This design comes from an exercise in tuning for small area, a short achievable clock period and few clock cycles on the open sky130 flow, not from production work. In this exercise RTL edits were held to simulation tests only and were not proved equivalent to the original. Power and IR drop assume default switching activity.

File: flow/run.sh
#!/bin/bash
# synth_recipe.tcl (not shown) runs the flow's synth.tcl, then flattens the netlist and writes it again
# the make line also repeats each setting of config.mk as NAME=value (left out here)
make -C /OpenROAD-flow-scripts/flow DESIGN_CONFIG=/design/flow/config.mk WORK_HOME=/design/flow/orfs CLKGATE_MAP_FILE= SYNTH_SCRIPT=/design/flow/synth_recipe.tcl finish
File: flow/design.v
module ex_stage_md #(
  parameter int DATA_W = 32,
  parameter int REG_AW = 5,
  parameter int OP_W   = 5
) (
  input  logic              clk,
  input  logic              reset,
  input  logic              in_valid,
  input  logic [OP_W-1:0]   in_op,
  input  logic [DATA_W-1:0] in_rs_data,
  input  logic [DATA_W-1:0] in_rt_data,
  input  logic [DATA_W-1:0] in_imm,
  input  logic [4:0]        in_shamt,
  input  logic              in_use_imm,
  input  logic              in_use_shamt,
  input  logic [REG_AW-1:0] in_rs,
  input  logic [REG_AW-1:0] in_rt,
  input  logic [REG_AW-1:0] in_rd,
  input  logic              in_dst_rd,
  input  logic              in_wr,
  input  logic              flush,
  input  logic [DATA_W-1:0] fwd_mem_data,
  input  logic [DATA_W-1:0] fwd_wb_data,
  input  logic [1:0]        fwd_sel_a,
  input  logic [1:0]        fwd_sel_b,
  output logic              ex_stall,
  output logic              out_valid,
  output logic [DATA_W-1:0] out_result,
  output logic [DATA_W-1:0] out_store_data,
  output logic [REG_AW-1:0] out_dst,
  output logic [REG_AW-1:0] out_rs,
  output logic [REG_AW-1:0] out_rt
);
  logic        in_md;
  logic        in_dst_ok;
  assign in_md     = in_op[4:2] == 3'b011;
  assign in_dst_ok = in_wr & (in_op < 5'd12 || in_op == 5'd16 || in_op == 5'd17);
  logic        q_valid;
  logic [4:0]  q_op;
  logic [31:0] q_a;       
  logic        q_a_sh;    
  logic [31:0] q_rt;
  logic [31:0] q_imm;
  logic        q_use_imm;
  logic [4:0]  q_rs;
  logic [4:0]  q_rtn;
  logic [4:0]  q_dst;
  logic        stall;
  logic        busy;
  always_ff @(posedge clk or negedge reset) begin
    if (!reset) begin
      q_valid <= 1'b0;
    end else if (flush) begin
      q_valid <= 1'b0;
    end else if (!stall) begin
      q_valid <= in_valid;
    end
  end
  always_ff @(posedge clk) begin
    if (!stall) begin
      q_op   <= in_op;
      q_a    <= (in_use_shamt & ~in_md) ? {27'b0, in_shamt} : in_rs_data;
      q_a_sh <= in_use_shamt & ~in_md;
      q_rt   <= in_rt_data;
      q_rs   <= in_rs;
      q_rtn  <= in_rt;
      q_dst  <= in_dst_ok ? (in_dst_rd ? in_rd : in_rt) : 5'd0;
    end
    q_imm     <= in_imm;
    q_use_imm <= in_use_imm;
  end
  logic [31:0] a;
  logic [31:0] bf;
  logic [31:0] b;
  always_comb begin
    if (q_a_sh || !(fwd_sel_a == 2'b10 || fwd_sel_a == 2'b01)) a = q_a;
    else if (fwd_sel_a[1]) a = fwd_mem_data;
    else a = fwd_wb_data;
    unique case (fwd_sel_b)
      2'b10:   bf = fwd_mem_data;
      2'b01:   bf = fwd_wb_data;
      default: bf = q_rt;
    endcase
    b = q_use_imm ? q_imm : bf;
  end
  logic [4:0] op;
  assign op = q_op;
  logic        op_sub;
  logic        op_slt;
  logic        op_sltu;
  logic        op_and;
  logic        op_or;
  logic        op_xor;
  logic        op_nor;
  logic        op_sll;
  logic        op_srl;
  logic        op_sra;
  logic        op_lui;
  logic        op_mfhi;
  logic        op_mflo;
  logic        op_add;
  assign op_sub  = op == 5'd1;
  assign op_and  = op == 5'd2;
  assign op_or   = op == 5'd3;
  assign op_xor  = op == 5'd4;
  assign op_nor  = op == 5'd5;
  assign op_slt  = op == 5'd6;
  assign op_sltu = op == 5'd7;
  assign op_sll  = op == 5'd8;
  assign op_srl  = op == 5'd9;
  assign op_sra  = op == 5'd10;
  assign op_lui  = op == 5'd11;
  assign op_mfhi = op == 5'd16;
  assign op_mflo = op == 5'd17;
  assign op_add  = ~(op_sub | op_and | op_or | op_xor | op_nor | op_slt |
                     op_sltu | op_sll | op_srl | op_sra | op_lui |
                     op_mfhi | op_mflo);
  logic        do_sub;
  logic [32:0] addsub;
  logic        lt_s;
  logic        lt_u;
  assign do_sub = op_sub | op_slt | op_sltu;
  assign addsub = {1'b0, a} + {1'b0, b ^ {32{do_sub}}} + {32'b0, do_sub};
  assign lt_u   = ~addsub[32];
  assign lt_s   = (a[31] ^ b[31]) ? a[31] : addsub[31];
  logic [31:0] sh_in;
  logic [31:0] sh_out;
  logic [31:0] sh_rev;
  always_comb begin
    for (int i = 0; i < 32; i++) sh_in[i] = op_sll ? a[31-i] : a[i];
  end
  assign sh_out = 32'($signed({op_sra & a[31], sh_in}) >>> b[4:0]);
  always_comb begin
    for (int i = 0; i < 32; i++) sh_rev[i] = sh_out[31-i];
  end
  logic [31:0] hi;
  logic [31:0] lo;
  logic [31:0] res;
  always_comb begin
    res = ({32{op_add | op_sub}} & addsub[31:0])
        | ({32{op_and}} & (a & b))
        | ({32{op_or}}  & (a | b))
        | ({32{op_xor}} & (a ^ b))
        | ({32{op_nor}} & ~(a | b))
        | ({32{op_srl | op_sra}} & sh_out)
        | ({32{op_sll}} & sh_rev)
        | ({32{op_lui}} & {b[15:0], 16'b0})
        | ({32{op_mfhi}} & hi)
        | ({32{op_mflo}} & lo);
    res[0] = res[0] | (op_slt & lt_s) | (op_sltu & lt_u);
  end
  logic is_md;
  logic is_grp;
  logic issue;
  assign is_md  = op[4:2] == 3'b011;
  assign is_grp = is_md | op_mfhi | op_mflo;
  assign stall  = q_valid & is_grp & busy;
  assign issue  = q_valid & is_md & ~busy;
  assign ex_stall       = stall;
  assign out_valid      = q_valid & ~stall;
  assign out_result     = res;
  assign out_store_data = bf;
  assign out_rs         = q_rs;
  assign out_rt         = q_rtn;
  assign out_dst        = q_dst;
  localparam logic [1:0] PH_PREP = 2'd0;
  localparam logic [1:0] PH_STEP = 2'd1;
  localparam logic [1:0] PH_FIX  = 2'd2;
  logic [1:0]  ph;
  logic        f_div;
  logic        f_negq;    
  logic        f_negr;    
  logic        f_uc;      
  logic [3:0]  cnt;
  logic [2:0]  hx;        
  logic [32:0] m;         
  logic        lprev;     
  logic        i_sgn;
  logic        i_div;
  assign i_sgn = ~op[0];
  assign i_div = op[1];
  function automatic logic [35:0] booth(input logic [2:0] d,
                                        input logic [32:0] mm);
    logic        neg;
    logic        one;
    logic        two;
    logic [34:0] y;
    logic [35:0] r;
    neg = d[2] & ~(d[1] & d[0]);
    one = d[1] ^ d[0];
    two = (d[2] & ~d[1] & ~d[0]) | (~d[2] & d[1] & d[0]);
    y = ({35{one}} & {mm[32], mm[32], mm}) |
        ({35{two}} & {mm[32], mm, 1'b0});
    r = {neg, y ^ {35{neg}}};
    booth = r;
  endfunction
  logic [2:0]  d1;
  logic [2:0]  d2;
  logic [35:0] p1;
  logic [35:0] p2;
  logic [34:0] x1;
  logic [34:0] s1;
  logic [34:0] x2;
  logic [34:0] s2;
  always_comb begin
    d1 = {lo[1:0], lprev};
    d2 = lo[3:1];
    if (f_div) begin
      d1 = 3'b100;    
      d2 = 3'b101;    
    end else if (ph == PH_FIX) begin
      d1 = 3'b001;    
    end
    p1 = booth(d1, m);
    p2 = booth(d2, m);
    x1 = {hx, hi};
    s1 = x1 + p1[34:0] + {34'b0, p1[35]};
    if (f_div) x2 = s1[34] ? x1 : s1;
    else       x2 = {{2{s1[34]}}, s1[34:2]};
    s2 = x2 + p2[34:0] + {34'b0, p2[35]};
  end
  logic [31:0] neg_hi;
  logic [31:0] neg_lo;
  logic [31:0] mag_a;
  logic [31:0] mag_b;
  logic [5:0]  nb_a;
  logic [5:0]  nb_b;
  logic [6:0]  sdiff;
  logic [31:0] m_al;
  assign neg_hi = -hi;
  assign neg_lo = -lo;
  assign mag_a  = f_negr ? neg_hi : hi;
  assign mag_b  = (f_negq ^ f_negr) ? neg_lo : lo;
  always_comb begin
    nb_a = 6'd0;
    nb_b = 6'd0;
    for (int i = 0; i < 32; i++) begin
      if (mag_a[i]) nb_a = 6'(i + 1);
      if (mag_b[i]) nb_b = 6'(i + 1);
    end
  end
  assign sdiff = {1'b0, nb_a} - {1'b0, nb_b};
  assign m_al  = mag_b << {sdiff[4:1], 1'b0};
  logic last;
  assign last = cnt == 4'd0;
  always_ff @(posedge clk or negedge reset) begin
    if (!reset) begin
      busy <= 1'b0;
      hi   <= '0;
      lo   <= '0;
    end else if (!busy) begin
      if (issue) begin
        busy <= 1'b1;
        hi   <= a;
        lo   <= bf;
        if (!i_div) hi <= '0;
      end
    end else begin
      unique case (ph)
        PH_PREP: begin
          if (lo == '0) begin
            lo   <= '1;
            busy <= 1'b0;
          end else if (sdiff[6]) begin
            lo   <= '0;
            busy <= 1'b0;
          end else begin
            hi <= mag_a;
            lo <= '0;
          end
        end
        PH_STEP: begin
          if (f_div) begin
            hi <= s2[34] ? x2[31:0] : s2[31:0];
            lo <= {lo[29:0], ~s1[34], ~s2[34]};
          end else begin
            hi <= s2[33:2];
            lo <= {s2[1:0], s1[1:0], lo[31:4]};
          end
          if (last && !(f_div ? (f_negq | f_negr) : f_uc)) busy <= 1'b0;
        end
        default: begin
          if (f_div) begin
            if (f_negr) hi <= neg_hi;
            if (f_negq) lo <= neg_lo;
          end else begin
            hi <= s1[31:0];
          end
          busy <= 1'b0;
        end
      endcase
    end
  end
  always_ff @(posedge clk) begin
    if (!busy) begin
      if (issue) begin
        ph     <= i_div ? PH_PREP : PH_STEP;
        f_div  <= i_div;
        f_negr <= i_sgn & a[31];
        f_negq <= i_sgn & (a[31] ^ bf[31]);
        f_uc   <= ~i_sgn & bf[31];
        m      <= {i_sgn & a[31], a};
        hx     <= '0;
        lprev  <= 1'b0;
        cnt    <= 4'd7;
      end
    end else begin
      unique case (ph)
        PH_PREP: begin
          ph  <= PH_STEP;
          m   <= {1'b0, m_al};
          cnt <= sdiff[4:1];
          hx  <= '0;
        end
        PH_STEP: begin
          if (f_div) begin
            m <= {2'b0, m[32:2]};
          end else begin
            hx    <= {s2[34], s2[34], s2[34]};
            lprev <= lo[3];
          end
          cnt <= cnt - 4'd1;
          if (last) ph <= PH_FIX;
        end
        default: ;
      endcase
    end
  end
endmodule
File: flow/constraint.sdc
create_clock -name core_clock -period 9.0 [get_ports {clk}]
set_input_delay 1.8000 -clock core_clock [delete_from_list [all_inputs] [get_ports {clk}]]
set_output_delay 1.8000 -clock core_clock [all_outputs]
set_load 0.01 [all_outputs]
File: flow/config.mk
export PLATFORM = sky130hd
export DESIGN_NAME = ex_stage_md
export DESIGN_NICKNAME = ex_stage_md
export VERILOG_FILES = /design/flow/design.v
export SDC_FILE = /design/flow/constraint.sdc
export NUM_CORES = 4
export LEC_CHECK = 0
export CAP_MARGIN = 20
export CORE_MARGIN = 2
export CORE_UTILIZATION = 40
export SETUP_SLACK_MARGIN = 2
export SLEW_MARGIN = 20
==> summary.txt, run 1 <==
RSZ-0062 raised after global routing=yes; Die W=between 200 and 300 um; core area=~73000 um2; crit path launch=fwd_sel_b[0]; mapped cell area=roughly 30000 um2; setup TNS=0 ps; Via density=6.48; Max Freq=approximately 130 MHz; DRC violation count after routing=0; final slew viol count=0; layout cells sized above 1=0.200; Period minus WS final=a little under 8000 ps; unique cell type count in the Yosys netlist=92; pwr/cell area=between 400 and 500 nW/um2; WP data required=7200 ps; DR pass1 iterations=7; starting density of the core=0.403; Root Buffer=clkbuf_16; most common cell after layout, fill and taps aside=nand2_1; initial antenna violation count=7; Seq/Total Area, Yosys=0.212; wire length per cell=roughly 29 um; P&R area growth vs syn=30.2%; Max Cap Violations=0; vias=~33k; Syn Area/Cell=7.72 um2; hold_ws=667 ps; clk sinks=~230; First DRT Iteration DRCs=between 4k and 5k; Critical Path Start Type=primary input; Worst Setup EP=out_result[30]; Mapped Cells=3794; Hold Vio Cnt, Final=0; Global Route Usage Sum=0.371; dpl hpwl=about 110000 um; Slew headroom=0.229; CTS clk-pin slew, worst paths=60 ps; I/O pin count=~280; row cnt=just under 100; top_reg_cell synth=edfxtp_1; Post-synth EDFFs=130; antenna-violating nets left=0; CP max FO=13; routed wire length=about 150000 um; GP Congestion=about 1.1; worst skew pair latency=roughly 620 ps; Setup Crit Path Kind=in2out; vias in the first global route=around 31k; Clock Path Buffers=3; worst r2r src=lo[0]; Port-buffer cells=about 280; Slew @ Worst Pin=roughly 1200 ps; DIE AREA=between 70000 and 80000 um2; share of flip-flops with an asynchronous set or reset=0.288; # setup viols final=0; Overflow after GRT=0; largest net degree at the start of global routing=83; worst min-delay path category=reg2reg; reg2reg end=hi[7]; Worst setup EP type=output port; LEAKAGE=0.0152 uW; peak supply drop=~0.52 mV; CTS Buf Count=29; # H-tree levels=1; most frequent cells in the layout=nand2_1 (345), nor2_1 (264), a21oi_1 (253); Clock Skews=23.8 ps; status=finished clean; #FFs+latches synth=around 230; Tcrit/Tclk final=0.874; reg-to-reg setup timing slack=1200 ps; CTS tree=done; chip height=approximately 270 um; first-pass GRT wire length=208000 um; Mapped Nets=around 4.2k; CP Data Arrival Time=just over 6000 ps; worst reg2reg path depth=40; Yosys warning total=1; Nets=around 4.5k
-- how the worst min path moves through the flow --
| stage | startpoint | endpoint | slack [ps] | cells after the start |
|---|---|---|---|---|
| 5_1_grt | lo[1] | lo[1] | 700 | 2 |
| 3_5_place_dp | lo[14] | lo[14] | 650 | 2 |
| 3_3_place_gp | lo[14] | lo[14] | 660 | 2 |
| 4_1_cts | lo[1] | lo[1] | 660 | 2 |
| 2_1_floorplan | lo[14] | lo[14] | 550 | 2 |
| 6_report | lo[1] | lo[1] | 670 | 2 |
-- what timing repair did --
item / CTS / global route
buffers inserted: 97 / 49
cloned: 4 / 0
gates resized for setup: 376 / 166
hold buffers: 0 / 0
pin swaps: 96 / 68
setup endpoints to repair: 66 / 98
-- routing by layer --
metal	wire length, um	track usage
met1	55200	0.460
met2	64800	0.592
met3	14200	0.0690
met4	11500	0.242
met5	62	0
-- where the power goes --
part           internal (uW)  switching [uW]  total (uW)  leakage (uW)
clock                    757             528        1280      0.000500
combinational           5540            7240       12800        0.0123
sequential              1270             558        1830       0.00241
total                   7570            8320       15900        0.0152
-- cells in the mapped netlist (15+ instances only) --
cell type / number / area, um2
dfxtp_1: 33 / 661
a21o_1: 52 / 390
a221oi_1: 29 / 254
a211oi_1: 72 / 541
mux2i_1: 209 / 2090
xor2_1: 110 / 963
xnor2_1: 167 / 1460
o21ai_0: 316 / 1580
o21a_1: 21 / 158
a31oi_1: 37 / 231
buf_1: 46 / 173
nor2b_1: 54 / 338
nand2_1: 356 / 1340
o22ai_1: 49 / 307
ha_1: 174 / 2180
o22a_1: 21 / 184
nand3_1: 57 / 285
a221o_1: 24 / 240
a21oi_1: 302 / 1510
mux2_2: 63 / 709
edfxtp_1: 130 / 3900
a22oi_1: 144 / 1080
or3_1: 19 / 119
and2_1: 49 / 307
clkbuf_1: 254 / 953
o2111ai_1: 17 / 149
o31ai_1: 25 / 188
nor3_1: 82 / 410
inv_1: 123 / 462
nor2_1: 275 / 1030
nand2b_1: 42 / 263
and3_1: 23 / 144
nor4_1: 15 / 93.8
o21bai_1: 18 / 135
o221ai_1: 39 / 342
o211ai_1: 58 / 435
dfrtp_1: 66 / 1650
-- kinds of logic after synthesis --
family / count (synthesis) / share of synthesized area
AO/OA/AOI/OAI: 1353 / 0.305
AND/OR/NAND/NOR: 1038 / 0.165
adder cells (fa/ha/maj): 179 / 0.0778
buffers and inverters: 441 / 0.0582
multiplexers: 276 / 0.0985
flip-flops: 229 / 0.212
XOR/XNOR: 278 / 0.0834
-- flip-flops by register name, summed over array words and instances, names as in the netlist, 2 cells and up --
register / cells
q_rtn: 5
m: 33
hi: 32
q_rt: 32
q_dst: 5
lo: 32
ph: 2
q_a: 32
q_op: 5
cnt: 4
q_imm: 32
q_rs: 5
-- area by class of cell --
type                    count  area, um2
diodes                      4       10.0
clock buffers              42        867
clock inverters            12        159
fillers                  6916      34600
inverters                 131        520
multi-input cells        3124      23400
flip-flops and latches    229       6220
well taps                 959       1200
repair buffers            600       5700
-- metrics by stage --
stage | cells | area (um2) | setup WS [ps] | utilization | total power, uW
after floorplan | 3794 | 30000 | 1320 | - | 8920
after global placement | 4893 | 34000 | 34.0 | 0.467 | 12100
after detailed placement | 4893 | 34000 | 48.5 | 0.467 | 12100
after CTS | 5048 | 37000 | 1310 | 0.508 | 14900
after global routing | 5097 | 38100 | 868 | 0.524 | 16700
final | 5101 | 38100 | 1130 | 0.524 | 15900
-- critical path, cell delays in order --
cell and delay (ps):
buf_12 90, inv_6 30, ha_4 250, buf_12 140
buf_12 140, buf_4 140, nand2_1 70, o21ai_2 70
mux2i_2 260, xor2_1 120, ha_1 430, or2_2 360
a211oi_2 350, a211oi_4 100, a41oi_2 350, a21oi_4 130
buf_6 140, a31oi_4 220, o21ai_4 100, or4b_4 510
nand3_4 110, buf_6 110
Testbench counts, summed over its fixed seeds: cycles 12,154.
==> inputs of run 2 (changes only) <==
--- a/flow/config.mk
+++ b/flow/config.mk
@@ -8,5 +8,4 @@
 export CAP_MARGIN = 20
 export CORE_MARGIN = 2
 export CORE_UTILIZATION = 40
-export SETUP_SLACK_MARGIN = 2
 export SLEW_MARGIN = 20
==> summary.txt, run 2 <==
status=finished clean; vias=around 32k; Via density=between 6 and 7; Mapped Cells=~3.8k; Post-synth top cells=nand2_1 (356), o21ai_0 (316), a21oi_1 (302); #FFs+latches synth=229; DR pass1 iterations=8; Critical-path top delay cell=or4b_2; # H-tree levels=1; Die W=between 200 and 300 um; unique cell type count in the Yosys netlist=slightly above 90; antenna-violating nets left=0; CTS clk-pin slew, worst paths=about 60 ps; Clock Path Buffers=3; DIE AREA=~75000 um2; row cnt=99; Slew @ Worst Pin=about 1100 ps; Syn Area/Cell=7.72 um2; Period minus WS final=8690 ps; Clock Skews=between 40 and 50 ps; vias in the first global route=slightly above 30k; peak supply drop=about 0.42 mV; Max Freq=roughly 120 MHz; initial antenna violation count=5; Max Cap Violations=0; Area contributors post-synth=edfxtp_1 (13%), ha_1 (7.4%), mux2i_1 (7.1%), dfrtp_1 (5.6%), o21ai_0 (5.4%); CP max FO=11; setup TNS=0 ps; cts hold-fix bufs=0; core area=~73000 um2; share of flip-flops with an asynchronous set or reset=0.288; wire length per cell=roughly 28 um; worst skew pair latency=roughly 630 ps; pre-CTS setup slack=-226 ps; Setup Crit Path Kind=in2out; most frequent cells in the layout=nand2_1 (356), o21ai_0 (311), a21oi_1 (298); P&R area growth vs syn=20.2%; Post-synth EDFFs=130; Global Route Usage Sum=0.363; max reg flops=33; Root Buffer=clkbuf_16; worst min-delay path category=reg2reg; chip height=approximately 270 um; CTS Buf Count=28; worst r2r src=ph[1]; final slew viol count=0; Slew headroom=0.235; starting density of the core=0.403; worst-path cell chain=clkdlybuf4s50_1 > inv_1 > ha_1 > buf_4 > buf_4 > a22oi_1 > o21ai_0 > mux2i_1 > buf_4 > xor2_1 > ha_1 > or2_2 > a211oi_1 > a211oi_2 > buf_4 > a41oi_2 > a21oi_2 > a31oi_2 > o21ai_1 > or4b_2 > nand3_1 > dlygate4sd2_1; Yosys warning total=1; Nets=4412; GP Congestion=1.06; reg-to-reg setup timing slack=510 ps; mapped cell area=roughly 29000 um2; CTS tree=done; Port-buffer cells=between 200 and 300; CP Data Arrival Time=around 7000 ps; First DRT Iteration DRCs=slightly below 4k; Overflow after GRT=0; Worst setup EP type=output port; I/O pin count=278; LEAKAGE=~0.014 uW; Mapped Nets=around 4.2k; dpl hpwl=about 110000 um; DRC violation count after routing=0; crit path launch=fwd_sel_b[1]; top-area cell type share of the netlist area=0.133; # setup viols final=0; Hold Vio Cnt, Final=0; most common cell after layout, fill and taps aside=nand2_1; top_reg_cell synth=edfxtp_1; post-synth top area cell=edfxtp_1; largest net degree at the start of global routing=between 90 and 100; routed wire length=approximately 140000 um; fillers=about 7.3k; Hold Crit Start=lo[0]; top-count cell post-synth=nand2_1; Tcrit/Tclk final=0.965; Top reg by flops=m; layout cells sized above 1=0.110; Critical Path Start Type=primary input; WP data required=approximately 7200 ps; PnR worst setup slack=312 ps; Seq/Total Area, Yosys=0.212; pwr/cell area=385 nW/um2; CP most frequent cell=buf_4; first-pass GRT wire length=between 200000 and 250000 um; CP max stage delay=620 ps; clk sinks=between 200 and 250
run 2: cell counts after synthesis:
No cell type changed its count.
run 2: report_power, final:
group	switching, uW	internal, uW
clock	525	674
sequential	515	1270
combinational	6360	4200
run 2: worst paths after layout:
path                                  end  cells past startpoint
max in group asynchronous            busy                      2
min in group asynchronous          lo[26]                      1
hold / removal                      lo[0]                      3
hold reg to reg                     lo[0]                      3
setup reg to reg                   hi[14]                     38
setup / recovery           out_result[30]                     22
run 2: worst max-delay path, delay by kind of cell:
family,cells,cell delay [ps]
and+or+nand+nor,3,1040
adders and majority gates,2,570
muxes,1,120
AOI/OAI and AO/OA,8,1550
xor gates and xnor gates,1,140
buffers and inverters,7,1640
run 2: final cells by class:
type	instances	area (um2)	share of cell area
Multi-Input combinational cell	3124	21600	0.614
Sequential cell	229	6220	0.177
Timing Repair Buffer	522	4720	0.134
Tap cell	959	1200	0.0341
Clock buffer	40	865	0.0246
Inverter	131	492	0.0140
Clock inverter	12	95.1	0.00270
Antenna cell	5	12.5	0.000355
run 2: routing by layer:
| layer | vias up | routed length, um | track usage |
|---|---|---|---|
| li1 | 14600 | - | - |
| met2 | 1829 | 62400 | 0.579 |
| met5 | - | 13 | 0 |
| met3 | 403 | 14000 | 0.0775 |
| met1 | 15200 | 53800 | 0.449 |
| met4 | 2 | 9870 | 0.215 |
run 2: metrics by stage:
stage | cells | hold slack (ps) | instance area (um2) | utilization | total power [uW]
2_1_floorplan | 3794 | 546 | 29300 | - | 8580
3_3_place_gp | 4962 | 628 | 34100 | 0.469 | 12000
3_5_place_dp | 4962 | 638 | 34100 | 0.469 | 12000
4_1_cts | 5014 | 652 | 35100 | 0.482 | 13300
5_1_grt | 5017 | 690 | 35200 | 0.484 | 14400
6_report | 5022 | 657 | 35200 | 0.484 | 13500
run 2: logic make-up (layout without fill, tap and decap cells):
| logic type | Yosys count | after routing | synth area share |
|---|---|---|---|
| simple gates | 1038 | 1038 | 0.165 |
| flops | 229 | 229 | 0.212 |
| other cells | 0 | 5 | 0 |
| buf+inv | 441 | 705 | 0.0582 |
| compound gates | 1353 | 1353 | 0.305 |
| mux | 276 | 276 | 0.0985 |
| xor+xnor | 278 | 278 | 0.0834 |
| fa+ha+maj | 179 | 179 | 0.0778 |
run 2: repair_timing:
item	CTS	global route
resized for setup	5	23
pin swaps	0	4
endpoints found under the setup margin	6	39
buffers inserted	0	2

[afterwards: timing with drivers on the ports]
Ports are ideal in the flow. The routed layouts listed here were re-timed in OpenROAD.
Step 1 sets driving cells, clkbuf_16 on the clock port and buf_2 on the other inputs (assumed; they add their load-dependent delay and slew).
Step 2 moves the port delays by t, midway between the first and last clock arrival at a register: inputs arrive t later, outputs are due t later. That takes back most of the time a late clock gives input paths.
a / b / c = no drivers / after step 1 / after step 2; a / b = the first two.
run | t (ns) | setup WS [ns] | hold WS [ns] | worst data-port slew with drivers (ns) | pins driven straight from the clock port
run 1 | 0.678 | 1.133 / 1.067 / 1.067 | 0.667 / 0.667 / 0.667 | 0.10 | 1
run 2 | 0.671 | 0.312 / 0.287 / 0.287 | 0.657 / 0.657 / 0.657 | 0.07 | 1
After both steps setup and hold are still met in every run listed. The setup slack of run 1, which loses most, moves by -0.066 ns with the drivers and by -0.066 ns with both steps.
